This design comes from an exercise in tuning for small area, a short achievable clock period and few clock cycles on the open sky130 flow, not from production work.
At most, simulation tests tie the RTL to the original design; equivalence was not proved.
No activity file was given, so power comes from the tool's default toggle rates.

==> inputs of run X <==
==> flow/design.v <==
package paes_pkg;
  localparam int NUM_LEVELS  = 8;
  localparam int LEVEL_DEPTH = 16;
  localparam int ID_BITS     = 8;
  localparam int LVL_W  = (NUM_LEVELS > 1) ? $clog2(NUM_LEVELS) : 1;
  localparam int Q_W    = LVL_W + 1;
  localparam int NQ     = 2 ** Q_W;
  localparam int PTR_W  = $clog2(LEVEL_DEPTH);
  localparam int CNT_W  = $clog2(LEVEL_DEPTH + 1);
  localparam int ADDR_W = Q_W + PTR_W;
  localparam int MEM_DEPTH = 2 ** ADDR_W;
  localparam int CFG_W  = 4;
  localparam int PRIO_W = 3;
  localparam int PRI_IN_W = 4;
  localparam logic [CFG_W-1:0] LEVELS_RESET = CFG_W'(4);
  typedef enum logic {
    OP_ADD  = 1'b0,
    OP_TAKE = 1'b1
  } op_t;
  typedef enum logic [1:0] {
    ST_OK    = 2'd0,
    ST_FULL  = 2'd1,
    ST_RANGE = 2'd2,
    ST_EMPTY = 2'd3
  } status_t;
  typedef struct packed {
    logic             found;
    logic [LVL_W-1:0] level;
  } pick_t;
endpackage
import paes_pkg::*;
module paes_pick (
  input  logic [NUM_LEVELS-1:0] nonempty,
  input  logic [NUM_LEVELS-1:0] mask,
  output logic [NUM_LEVELS-1:0] onehot,
  output logic                  found
);
  logic [NUM_LEVELS-1:0] v;
  logic [NUM_LEVELS-1:0] above;
  assign v = nonempty & mask;
  always_comb begin
    above[NUM_LEVELS-1] = 1'b0;
    for (int l = NUM_LEVELS - 2; l >= 0; l--) begin
      above[l] = above[l+1] | v[l+1];
    end
  end
  assign onehot = v & ~above;
  assign found  = |v;
endmodule
import paes_pkg::*;
module paes_ram #(
  parameter int WIDTH = 8,
  parameter int DEPTH = 16
) (
  input  logic                     clk,
  input  logic                     we,
  input  logic [WIDTH-1:0]         wdata,
  input  logic [$clog2(DEPTH)-1:0] ridx,
  output logic [WIDTH-1:0]         rdata
);
  logic [WIDTH*DEPTH-1:0] mem;
  always_ff @(posedge clk) begin
    if (we) begin
      mem <= {mem[WIDTH*(DEPTH-1)-1:0], wdata};
    end
  end
  assign rdata = mem[ridx*WIDTH +: WIDTH];
endmodule
import paes_pkg::*;
module priority_active_expired_scheduler (
  input  logic                clk,
  input  logic                rst,
  input  logic                cfg_write,
  input  logic [CFG_W-1:0]    cfg_data,
  input  logic                req_valid,
  output logic                req_ready,
  input  logic                req_operation,
  input  logic [ID_BITS-1:0]  req_proc_id,
  input  logic [PRI_IN_W-1:0] req_dynamic_priority,
  input  logic [PRI_IN_W-1:0] req_static_prio,
  output logic                rsp_valid,
  input  logic                rsp_ready,
  output logic [1:0]          rsp_status,
  output logic [ID_BITS-1:0]  rsp_next_id,
  output logic [PRIO_W-1:0]   rsp_priority_now,
  output logic                rsp_banks_swapped
);
  localparam int REQ_W = 1 + ID_BITS + 1 + NUM_LEVELS;
  logic [LVL_W-1:0]      lm1;      
  logic [NUM_LEVELS-1:0] mask;     
  always_ff @(posedge clk) begin
    if (rst) begin
      lm1 <= LVL_W'(LEVELS_RESET - 1);
    end else if (cfg_write) begin
      if (cfg_data == '0) begin
        lm1 <= '0;
      end else if (cfg_data > CFG_W'(NUM_LEVELS)) begin
        lm1 <= LVL_W'(NUM_LEVELS - 1);
      end else begin
        lm1 <= LVL_W'(cfg_data - CFG_W'(1));
      end
    end
  end
  always_comb begin
    for (int l = 0; l < NUM_LEVELS; l++) begin
      mask[l] = LVL_W'(l) <= lm1;
    end
  end
  logic                  stall;
  logic                  acc;
  logic                  i_valid, s_valid, s_free;
  logic [REQ_W-1:0]      i_req, s_req, req_bus;
  logic                  n_expired;
  logic [PRI_IN_W-1:0]   n_stat_m1;
  logic [LVL_W-1:0]      n_lvl;
  logic                  n_ok;
  logic [NUM_LEVELS-1:0] n_lvl_oh;
  assign stall     = rsp_valid && !rsp_ready;
  assign req_ready = s_free;
  assign acc       = req_valid && s_free;
  assign n_expired = req_dynamic_priority[PRI_IN_W-1];
  assign n_stat_m1 = req_static_prio - PRI_IN_W'(1);
  assign n_lvl     = n_expired ? n_stat_m1[LVL_W-1:0] : req_dynamic_priority[LVL_W-1:0];
  assign n_ok      = !(n_expired && n_stat_m1[PRI_IN_W-1]) && mask[n_lvl];
  always_comb begin
    for (int l = 0; l < NUM_LEVELS; l++) begin
      n_lvl_oh[l] = n_ok && (n_lvl == LVL_W'(l));
    end
  end
  assign req_bus = {req_operation, req_proc_id, n_expired, n_lvl_oh};
  always_ff @(posedge clk) begin
    if (rst) begin
      i_valid <= 1'b0;
      s_valid <= 1'b0;
      s_free  <= 1'b1;
    end else begin
      if (!i_valid || !stall) begin
        i_valid <= s_valid || acc;
      end
      s_valid <= s_valid ? stall : (acc && i_valid && stall);
      s_free  <= s_valid ? !stall : !(acc && i_valid && stall);
    end
  end
  always_ff @(posedge clk) begin
    if (!i_valid || !stall) begin
      i_req <= s_valid ? s_req : req_bus;
    end
    if (!s_valid) begin
      s_req <= req_bus;
    end
  end
  logic                  i_take;
  logic [ID_BITS-1:0]    i_id;
  logic                  i_expired;
  logic [NUM_LEVELS-1:0] i_lvl_oh;
  assign {i_take, i_id, i_expired, i_lvl_oh} = i_req;
  logic                  bank;
  logic [CNT_W-1:0]      count [NQ];
  logic [NQ-1:0]         ne, full;    
  logic [NQ-1:0]         inc, pop;
  always_comb begin
    for (int q = 0; q < NQ; q++) begin
      full[q] = count[q][CNT_W-1];
    end
  end
  logic                  a_bank;
  logic [NUM_LEVELS-1:0] a_full_lvl;
  logic                  a_ok, a_full;
  logic [LVL_W-1:0]      a_lvl;
  assign a_bank     = bank ^ i_expired;
  assign a_full_lvl = a_bank ? full[NQ-1:NUM_LEVELS] : full[NUM_LEVELS-1:0];
  assign a_ok       = |i_lvl_oh;
  assign a_full     = |(i_lvl_oh & a_full_lvl);
  always_comb begin
    for (int q = 0; q < NQ; q++) begin
      inc[q] = i_valid && !i_take && i_lvl_oh[q % NUM_LEVELS]
               && (a_bank == (q >= NUM_LEVELS)) && !full[q];
    end
  end
  always_comb begin
    a_lvl = '0;
    for (int l = 0; l < NUM_LEVELS; l++) begin
      if (i_lvl_oh[l]) begin
        a_lvl = a_lvl | LVL_W'(l);
      end
    end
  end
  logic [NUM_LEVELS-1:0] oh0, oh1;
  logic                  found0, found1;
  logic                  use1;
  logic [LVL_W-1:0]      t_lvl;
  logic                  t_swap;
  paes_pick u_pick0 (.nonempty(ne[NUM_LEVELS-1:0]),  .mask(mask), .onehot(oh0), .found(found0));
  paes_pick u_pick1 (.nonempty(ne[NQ-1:NUM_LEVELS]), .mask(mask), .onehot(oh1), .found(found1));
  assign pop[NUM_LEVELS-1:0]  = (i_valid && i_take && (!bank || !found1)) ? oh0 : '0;
  assign pop[NQ-1:NUM_LEVELS] = (i_valid && i_take && ( bank || !found0)) ? oh1 : '0;
  assign use1   = bank ? found1 : !found0;
  assign t_swap = bank ? !found1 : !found0;
  always_comb begin
    t_lvl = '0;
    for (int l = 0; l < NUM_LEVELS; l++) begin
      if (use1 ? oh1[l] : oh0[l]) begin
        t_lvl = t_lvl | LVL_W'(l);
      end
    end
  end
  always_ff @(posedge clk) begin
    if (rst) begin
      bank <= 1'b0;
      for (int q = 0; q < NQ; q++) begin
        count[q] <= '0;
        ne[q]    <= 1'b0;
      end
    end else if (!stall) begin
      if (i_valid && i_take && t_swap) begin
        bank <= ~bank;
      end
      for (int q = 0; q < NQ; q++) begin
        if (pop[q]) begin
          count[q] <= count[q] - CNT_W'(1);
          ne[q]    <= count[q] != CNT_W'(1);
        end else if (inc[q]) begin
          count[q] <= count[q] + CNT_W'(1);
          ne[q]    <= 1'b1;
        end
      end
    end
  end
  logic               r_valid;
  logic [1:0]         r_st;
  logic [LVL_W-1:0]   r_lvl;
  logic               r_sw;
  logic [NQ-1:0]      r_pop;      
  logic [ID_BITS-1:0] w_id;       
  logic [NQ-1:0]      w_en;       
  always_ff @(posedge clk) begin
    if (rst) begin
      r_valid <= 1'b0;
      r_pop   <= '0;
      w_en    <= '0;
    end else begin
      if (!stall) begin
        r_valid <= i_valid;
        r_pop   <= pop;
      end
      w_en <= stall ? '0 : inc;
    end
  end
  always_ff @(posedge clk) begin
    if (!stall) begin
      w_id <= i_take ? '0 : i_id;
      if (i_take) begin
        r_st  <= (found0 || found1) ? ST_OK : ST_EMPTY;
        r_lvl <= t_lvl;
        r_sw  <= t_swap;
      end else begin
        r_st  <= !a_ok ? ST_RANGE : a_full ? ST_FULL : ST_OK;
        r_lvl <= a_lvl;
        r_sw  <= 1'b0;
      end
    end
  end
  logic [ID_BITS-1:0] hd [NQ];
  logic [ID_BITS-1:0] rd;
  for (genvar q = 0; q < NQ; q++) begin : g_q
    paes_ram #(
      .WIDTH (ID_BITS),
      .DEPTH (LEVEL_DEPTH)
    ) u_ram (
      .clk   (clk),
      .we    (w_en[q]),
      .wdata (w_id),
      .ridx  (count[q][PTR_W-1:0]),
      .rdata (hd[q])
    );
  end
  always_comb begin
    rd = '0;
    for (int q = 0; q < NQ; q++) begin
      rd = rd | (hd[q] & {ID_BITS{r_pop[q]}});
    end
  end
  always_ff @(posedge clk) begin
    if (rst) begin
      rsp_valid <= 1'b0;
    end else if (!stall) begin
      rsp_valid <= r_valid;
    end
  end
  always_ff @(posedge clk) begin
    if (!stall) begin
      rsp_status        <= r_st;
      rsp_next_id       <= rd | w_id;
      rsp_priority_now  <= r_lvl;
      rsp_banks_swapped <= r_sw;
    end
  end
endmodule
==> flow/flow/run.sh <==
#!/bin/bash
set -euo pipefail
bash standard.sh finish \
  "CTS_ARGS=-sink_clustering_enable -repair_clock_nets -sink_clustering_size 30 -sink_clustering_max_diameter 70 -dont_use_dummy_load" \
  > standard.log 2>&1
==> flow/standard.sh <==
#!/bin/bash
# synth_recipe.tcl (not shown) runs the flow's synth.tcl, then flattens the netlist and writes it again
# the make line also repeats each setting of config.mk as NAME=value (left out here)
make -C /OpenROAD-flow-scripts/flow DESIGN_CONFIG=/design/flow/config.mk WORK_HOME=/design/flow/orfs CLKGATE_MAP_FILE= SYNTH_SCRIPT=/design/flow/synth_recipe.tcl "${@:-finish}"
==> flow/config.mk <==
export PLATFORM = sky130hd
export DESIGN_NAME = priority_active_expired_scheduler
export DESIGN_NICKNAME = priority_active_expired_scheduler
export VERILOG_FILES = /design/flow/design.v
export SDC_FILE = /design/flow/constraint.sdc
export NUM_CORES = 4
export LEC_CHECK = 0
export CAP_MARGIN = 20
export CORE_MARGIN = 2
export CORE_UTILIZATION = 40
export CTS_CLUSTER_DIAMETER = 70
export CTS_CLUSTER_SIZE = 30
export SETUP_SLACK_MARGIN = 4.5
export SLEW_MARGIN = 20
export TNS_END_PERCENT = 5
==> flow/constraint.sdc <==
create_clock -name core_clock -period 7.5 [get_ports {clk}]
set_input_delay 1.5000 -clock core_clock [delete_from_list [all_inputs] [get_ports {clk}]]
set_output_delay 1.5000 -clock core_clock [all_outputs]
set_load 0.01 [all_outputs]
==> run C: changes against run X <==
==> flow/design.v, changed modules only <==
module priority_active_expired_scheduler (
  input  logic                clk,
  input  logic                rst,
  input  logic                cfg_write,
  input  logic [CFG_W-1:0]    cfg_data,
  input  logic                req_valid,
  output logic                req_ready,
  input  logic                req_operation,
  input  logic [ID_BITS-1:0]  req_proc_id,
  input  logic [PRI_IN_W-1:0] req_dynamic_priority,
  input  logic [PRI_IN_W-1:0] req_static_prio,
  output logic                rsp_valid,
  input  logic                rsp_ready,
  output logic [1:0]          rsp_status,
  output logic [ID_BITS-1:0]  rsp_next_id,
  output logic [PRIO_W-1:0]   rsp_priority_now,
  output logic                rsp_banks_swapped
);
  localparam int REQ_W = 1 + ID_BITS + 2 * PRI_IN_W;
  logic [LVL_W-1:0]      lm1;      
  logic [NUM_LEVELS-1:0] mask;     
  always_ff @(posedge clk) begin
    if (rst) begin
      lm1 <= LVL_W'(LEVELS_RESET - 1);
    end else if (cfg_write) begin
      if (cfg_data == '0) begin
        lm1 <= '0;
      end else if (cfg_data > CFG_W'(NUM_LEVELS)) begin
        lm1 <= LVL_W'(NUM_LEVELS - 1);
      end else begin
        lm1 <= LVL_W'(cfg_data - CFG_W'(1));
      end
    end
  end
  always_comb begin
    for (int l = 0; l < NUM_LEVELS; l++) begin
      mask[l] = LVL_W'(l) <= lm1;
    end
  end
  logic             stall;
  logic             acc;
  logic             i_valid, s_valid;
  logic [REQ_W-1:0] i_req, s_req, req_bus;
  assign stall     = rsp_valid && !rsp_ready;
  assign req_ready = !s_valid;
  assign acc       = req_valid && req_ready;
  assign req_bus   = {req_operation, req_proc_id, req_dynamic_priority, req_static_prio};
  always_ff @(posedge clk) begin
    if (rst) begin
      i_valid <= 1'b0;
      s_valid <= 1'b0;
    end else begin
      if (!i_valid || !stall) begin
        i_valid <= s_valid || acc;
      end
      s_valid <= s_valid ? stall : (acc && i_valid && stall);
    end
  end
  always_ff @(posedge clk) begin
    if (!i_valid || !stall) begin
      i_req <= s_valid ? s_req : req_bus;
    end
    if (!s_valid) begin
      s_req <= req_bus;
    end
  end
  logic                i_take;
  logic [ID_BITS-1:0]  i_id;
  logic [PRI_IN_W-1:0] i_dyn, i_stat;
  assign {i_take, i_id, i_dyn, i_stat} = i_req;
  logic                  go;
  logic                  bank;
  logic [CNT_W-1:0]      count [NQ];
  logic [NQ-1:0]         ne, full;
  logic [NQ-1:0]         inc, pop;
  assign go = i_valid && !stall;
  always_comb begin
    for (int q = 0; q < NQ; q++) begin
      ne[q]   = count[q] != '0;
      full[q] = count[q][CNT_W-1];
    end
  end
  logic             expired;
  logic [PRI_IN_W-1:0] stat_m1;
  logic [LVL_W-1:0] a_lvl;
  logic             a_ok;
  logic [Q_W-1:0]   qa;
  logic             a_full;
  assign expired = i_dyn[PRI_IN_W-1];
  assign stat_m1 = i_stat - PRI_IN_W'(1);
  assign a_lvl   = expired ? stat_m1[LVL_W-1:0] : i_dyn[LVL_W-1:0];
  assign a_ok    = !(expired && stat_m1[PRI_IN_W-1]) && mask[a_lvl];
  assign qa      = {bank ^ expired, a_lvl};
  assign a_full  = full[qa];
  always_comb begin
    for (int q = 0; q < NQ; q++) begin
      inc[q] = go && !i_take && a_ok && (qa == Q_W'(q)) && !full[q];
    end
  end
  logic [NUM_LEVELS-1:0] oh0, oh1;
  logic                  found0, found1;
  logic                  use1;
  logic [LVL_W-1:0]      t_lvl;
  logic                  t_swap;
  paes_pick u_pick0 (.nonempty(ne[NUM_LEVELS-1:0]),  .mask(mask), .onehot(oh0), .found(found0));
  paes_pick u_pick1 (.nonempty(ne[NQ-1:NUM_LEVELS]), .mask(mask), .onehot(oh1), .found(found1));
  assign pop[NUM_LEVELS-1:0]  = (go && i_take && (!bank || !found1)) ? oh0 : '0;
  assign pop[NQ-1:NUM_LEVELS] = (go && i_take && ( bank || !found0)) ? oh1 : '0;
  assign use1   = bank ? found1 : !found0;
  assign t_swap = bank ? !found1 : !found0;
  always_comb begin
    t_lvl = '0;
    for (int l = 0; l < NUM_LEVELS; l++) begin
      if (use1 ? oh1[l] : oh0[l]) begin
        t_lvl = t_lvl | LVL_W'(l);
      end
    end
  end
  always_ff @(posedge clk) begin
    if (rst) begin
      bank <= 1'b0;
      for (int q = 0; q < NQ; q++) begin
        count[q] <= '0;
      end
    end else begin
      if (go && i_take && t_swap) begin
        bank <= ~bank;
      end
      for (int q = 0; q < NQ; q++) begin
        if (pop[q]) begin
          count[q] <= count[q] - CNT_W'(1);
        end else if (inc[q]) begin
          count[q] <= count[q] + CNT_W'(1);
        end
      end
    end
  end
  logic               r_valid;
  logic [1:0]         r_st;
  logic [LVL_W-1:0]   r_lvl;
  logic               r_sw;
  logic               r_tf;       
  logic               r_qb;       
  logic [ID_BITS-1:0] w_id;       
  logic               w_en;       
  logic [Q_W-1:0]     w_q;
  always_ff @(posedge clk) begin
    if (rst) begin
      r_valid <= 1'b0;
      w_en    <= 1'b0;
    end else begin
      if (!stall) begin
        r_valid <= i_valid;
      end
      w_en <= |inc;
    end
  end
  always_ff @(posedge clk) begin
    w_q <= qa;
    if (!stall) begin
      w_id <= i_take ? '0 : i_id;
      r_qb <= use1;
      if (i_take) begin
        r_st  <= (found0 || found1) ? ST_OK : ST_EMPTY;
        r_lvl <= t_lvl;
        r_sw  <= t_swap;
        r_tf  <= found0 || found1;
      end else begin
        r_st  <= !a_ok ? ST_RANGE : a_full ? ST_FULL : ST_OK;
        r_lvl <= a_ok ? a_lvl : '0;
        r_sw  <= 1'b0;
        r_tf  <= 1'b0;
      end
    end
  end
  logic [ID_BITS-1:0] hd [NQ];
  logic [ID_BITS-1:0] rd;
  for (genvar q = 0; q < NQ; q++) begin : g_q
    paes_ram #(
      .WIDTH (ID_BITS),
      .DEPTH (LEVEL_DEPTH)
    ) u_ram (
      .clk   (clk),
      .we    (w_en && w_q == Q_W'(q)),
      .wdata (w_id),
      .ridx  (count[q][PTR_W-1:0]),
      .rdata (hd[q])
    );
  end
  assign rd = hd[{r_qb, r_lvl}];
  always_ff @(posedge clk) begin
    if (rst) begin
      rsp_valid <= 1'b0;
    end else if (!stall) begin
      rsp_valid <= r_valid;
    end
  end
  always_ff @(posedge clk) begin
    if (!stall) begin
      rsp_status        <= r_st;
      rsp_next_id       <= r_tf ? rd : w_id;
      rsp_priority_now  <= r_lvl;
      rsp_banks_swapped <= r_sw;
    end
  end
endmodule
==> flow/run.sh (new file) <==
#!/bin/bash
# synth_recipe.tcl (not shown) runs the flow's synth.tcl, then flattens the netlist and writes it again
# the make line also repeats each setting of config.mk as NAME=value (left out here)
make -C /OpenROAD-flow-scripts/flow DESIGN_CONFIG=/design/flow/config.mk WORK_HOME=/design/flow/orfs CLKGATE_MAP_FILE= SYNTH_SCRIPT=/design/flow/synth_recipe.tcl finish
- CTS_CLUSTER_DIAMETER: 70 -> default
- CTS_CLUSTER_SIZE: 30 -> default
- SETUP_SLACK_MARGIN: 4.5 -> default
- TNS_END_PERCENT: 5 -> default
removed: flow/flow/run.sh
removed: flow/standard.sh
==> notes <==
Synthesized area: run C is lower than run X (0.54%). Against run X, the die area of run C is lower by 0.54%. In run C the flip-flop and latch count is lower than in run X, by 44. In run X the cell count is lower than in run C, by 7.2%. Between run C and run X, the lower worst hold slack is in run X (gap 0.033 ns). In run X the power is smaller than in run C, by 17%. Between run C and run X, the lower global-route usage is in run X (gap 1.2 points). Between run C and run X, the lower first-iteration DRC count is in run C (gap about 7%, measured against run X). In run C the fmax is smaller than in run X, by 37%.
Testbench counts of run X, summed over its fixed seeds: cycles 19,272.
For run C, only the layout was checked, not whether the RTL still works.

==> what the ideal ports hide <==
Ports are ideal in the flow. The routed layouts listed here were re-timed in OpenROAD. Step 1: set_driving_cell puts a clkbuf_16 on clk and a buf_2 on each other input, an assumption about the parent block. Step 2 moves the port delays by t, midway between the first and last clock arrival at a register: inputs arrive t later, outputs are due t later. That takes back most of the time a late clock gives input paths. Slacks: ideal / step 1 / step 2; pairs: ideal / step 1.
| run | t, ns | slack for setup (ns) | worst hold slack (ns) | worst setup path at the end | clock arrival spread, ns |
|---|---|---|---|---|---|
| run X | 0.843 | 4.392 / 4.309 / 3.739 | 0.379 / 0.379 / 0.379 | input to register | 0.095 / 0.095 |
| run C | 0.917 | 2.591 / 2.650 / 1.733 | 0.412 / 0.412 / 0.412 | input to register | 0.056 / 0.056 |
After both steps setup and hold are still met in every run listed. For run C, which loses most, drivers alone change the setup slack by +0.059 ns; drivers and shift together by -0.858 ns.
